Context: an optimization exercise on an open-source flow, tuned for small area, a short achievable clock period and few clock cycles per item. The choices shown serve that exercise and are no tape-out recipe.
Only simulation tests tie the RTL to the original design; equivalence was not proved.

Setup of north:
// rational_multiply_divide_unit
module rational_multiply_divide_unit
(
   input  wire logic        clock,
   input  wire logic        reset,
   input  wire logic        start,
   output logic             busy,
   input  wire logic [1:0]  req_operation,
   input  wire logic [31:0] req_first_num,
   input  wire logic [31:0] req_first_den,
   input  wire logic [31:0] req_second_num,
   input  wire logic [31:0] req_second_den,
   output logic             rsp_valid,
   output logic [31:0]      rsp_result_num,
   output logic [30:0]      rsp_result_den,
   output logic [1:0]       rsp_status
);
   localparam int SH = 3;    
   typedef enum logic [2:0] {S_IDLE, S_GCD, S_MUL, S_FIN} state_type;
   typedef enum logic [1:0] {P_FIRST, P_SECOND, P_PROD} phase_type;
   typedef enum logic [1:0] {X_HOLD, X_SHIFT, X_ABS, X_SUM} x_op_type;
   typedef enum logic [2:0] {M_HOLD, M_SHIFT, M_SUM, M_INIT, M_A, M_MACC} m_op_type;
   typedef enum logic [2:0] {F_HOLD, F_REQ, F_SUM, F_NEG} f_op_type;
   state_type   state_ff, state_in;
   phase_type   phase_ff, phase_in;
   logic        busy_ff, busy_in;
   logic        valid_ff, valid_in;
   logic [1:0]  status_ff, status_in;
   logic        md_ff, md_in;        
   logic        dv_ff, dv_in;        
   logic        aneg_ff, aneg_in, xneg_ff, xneg_in;
  ...
For scale: ~3300 cells after synthesis, roughly 280 flip-flops, ~200 I/O pins, about 0.028 mm2 of cells after synthesis.
export LEC_CHECK = 0
export CAP_MARGIN = 40
export CORE_MARGIN = 2
export CORE_UTILIZATION = 40
export SETUP_SLACK_MARGIN = 2
export SLEW_MARGIN = 40
create_clock -name core_clock -period 6.0 [get_ports {clock}]
run.sh (not shown) runs the stock make flow with config.mk's settings and CLKGATE_MAP_FILE= SYNTH_SCRIPT=/design/flow/synth_recipe.tcl, a recipe that flattens the netlist after the stock synthesis.
Testbench counts of north, summed over its fixed seeds: cycles 171,724, items 4,800.
Setup changes, north to south
Settings: SETUP_SLACK_MARGIN changed from 2 to 2.2.
==> flow/flow/run.sh (new file) <==
#!/bin/bash
# The standard layout (standard.sh: the standard flow's own synthesis and ORFS flow, unchanged) with one
# difference: the port buffers that global placement inserts are sky130_fd_sc_hd__buf_1
# instead of the resizer's default choice. Every port still gets its own buffer.
set -euo pipefail
export BUFFER_PORTS_ARGS="-buffer_cell sky130_fd_sc_hd__buf_1"
bash standard.sh > flow.log 2>&1
==> flow/standard.sh (new file) <==
#!/bin/bash
# synth_recipe.tcl (not shown) runs the flow's synth.tcl, then flattens the netlist and writes it again
# the make line also repeats each setting of config.mk as NAME=value (left out here)
make -C /OpenROAD-flow-scripts/flow DESIGN_CONFIG=/design/flow/config.mk WORK_HOME=/design/flow/orfs CLKGATE_MAP_FILE= SYNTH_SCRIPT=/design/flow/synth_recipe.tcl "${@:-finish}"
removed: flow/run.sh
- Comparing met2 usage for north and south, the smaller number came from south.
- The cell count of the worst reg-to-reg path number comes out higher for south vs north.
- Against north, south reports a placer's final routability congestion estimate that is higher.
- Sort north and south by critical path depth asc -> top: north
- Compared with north, highest attainable clock frequency in south increased by a few percent.
- Average wire per standard cell, south vs north: up slightly
- As far as gate count of the mapped netlist goes, north and south are indistinguishable; the numbers are identical.
Here is what was changed in the inputs of east compared with south.
==> flow/run.sh (new file) <==
#!/bin/bash
# synth_recipe.tcl (not shown) runs the flow's synth.tcl, then flattens the netlist and writes it again
# the make line also repeats each setting of config.mk as NAME=value (left out here)
make -C /OpenROAD-flow-scripts/flow DESIGN_CONFIG=/design/flow/config.mk WORK_HOME=/design/flow/orfs CLKGATE_MAP_FILE= SYNTH_SCRIPT=/design/flow/synth_recipe.tcl finish
removed: flow/flow/run.sh
removed: flow/standard.sh
==> run summary <==
All of south and east finish clean. Going from south to east, sum of routed wire length over all layers grows by 1.3%. Looking at number of buffer and inverter stages on the critical path, east sits 3 above south. Worst setup path endpoint: m00_ff[4] -> east, sov_ff -> south. For south, the master of the slowest instance on the critical path was sky130_fd_sc_hd__or4_4, unlike east, where it was sky130_fd_sc_hd__o41ai_4. [compare] base=south new=east: total length of routed met3 wires climbed 1.3%; actual transition at the worst max-transition pin climbed 35 ps; layout net count climbed 24; met3 demand-to-capacity share in global routing climbed 0.64 points.
> inputs changed (east -> west)
Settings: swapping 2.2 for 2 in SETUP_SLACK_MARGIN.
==> flow/flow/run.sh (new file) <==
#!/bin/bash
# The standard layout (standard.sh: the standard flow's own synthesis and ORFS flow, unchanged) with one
# difference: the port buffers that global placement inserts are sky130_fd_sc_hd__buf_1
# instead of the resizer's default choice. Every port still gets its own buffer.
set -euo pipefail
export BUFFER_PORTS_ARGS="-buffer_cell sky130_fd_sc_hd__buf_1"
bash standard.sh > flow.log 2>&1
==> flow/standard.sh (new file) <==
#!/bin/bash
# synth_recipe.tcl (not shown) runs the flow's synth.tcl, then flattens the netlist and writes it again
# the make line also repeats each setting of config.mk as NAME=value (left out here)
make -C /OpenROAD-flow-scripts/flow DESIGN_CONFIG=/design/flow/config.mk WORK_HOME=/design/flow/orfs CLKGATE_MAP_FILE= SYNTH_SCRIPT=/design/flow/synth_recipe.tcl "${@:-finish}"
removed: flow/run.sh
west went all the way through synthesis, placement and routing and the layout is clean on timing, DRC and antenna.
Compared with east, in west first-iteration DRC count saw a decrease, total of cells resized after clock tree synthesis saw a decrease, number of optimization iterations in the first detailed-route pass saw an increase, met2 wirelength from detailed routing saw a decrease.
Between west and east, the total of clock buffers placed in the layout is higher for west.
Cmp west and east / relative area of non-clock buffer cells in the final design / higher: east

---

rational_multiply_divide_unit, a different RTL version from the one above (not shown whole).
For scale: about 3300 cells after synthesis, about 28000 µm² of cells after synthesis.
Settings: LEC_CHECK=0, CAP_MARGIN=40, CORE_MARGIN=2, CORE_UTILIZATION=55, CTS_BUF_LIST=sky130_fd_sc_hd__clkbuf_8, SETUP_SLACK_MARGIN=2.2, SLEW_MARGIN=40; clock period 6.0 ns.
standard.sh (not shown) runs the stock make flow with config.mk's settings and CLKGATE_MAP_FILE= SYNTH_SCRIPT=/design/flow/synth_recipe.tcl, a recipe that flattens the netlist after the stock synthesis.
==> flow/flow/run.sh <==
#!/bin/bash
# The standard layout (standard.sh: the standard flow's own synthesis and ORFS flow, unchanged) with one
# difference: the port buffers that global placement inserts are sky130_fd_sc_hd__buf_1
# instead of the resizer's default choice. Every port still gets its own buffer.
set -euo pipefail
export BUFFER_PORTS_ARGS="-buffer_cell sky130_fd_sc_hd__buf_1"
bash standard.sh > flow.log 2>&1
Testbench counts at the start, summed over its fixed seeds: cycles 170,481, items 4,800.
Edit:
CORE_UTILIZATION = 40   (was 55)
CTS_BUF_LIST = not set   (was sky130_fd_sc_hd__clkbuf_8)
Outcome:
- die area grows by 37%

==> port drivers added, routing unchanged <==
The flow's constraints put no driver on any port. The routed layouts listed below were extracted and timed again, unchanged, in two steps. Step 1, drivers: a clkbuf_16 drives clock and a buf_2 each remaining input, both assumed. Step 2 adds t to the input delays and takes it off the output delays; t is the mean of the earliest and latest rising clock arrival at the registers after step 1. Input paths then give back, and output paths get back, about the clock's delay inside the block. Three values: ideal, step 1, step 2; two values: the first two.
run | t, ns | setup slack, ns | hold slack, ns
north | 0.643 | 1.886 / 1.886 / 1.431 | 0.484 / 0.484 / 0.484
south | 0.659 | 2.131 / 2.131 / 1.699 | 0.488 / 0.488 / 0.488
east | 0.628 | 2.033 / 2.033 / 1.565 | 0.477 / 0.477 / 0.477
west | 0.627 | 1.847 / 1.847 / 1.598 | 0.489 / 0.489 / 0.489
the first run of note 2 | 0.732 | 1.915 / 1.915 / 1.544 | 0.518 / 0.518 / 0.518
the second run of note 2 | 0.619 | 2.091 / 2.091 / 1.792 | 0.501 / 0.501 / 0.501
After both steps every run listed still meets setup and hold. The setup slack of east, which loses most, moves by 0.000 ns with the drivers and by -0.468 ns with both steps.
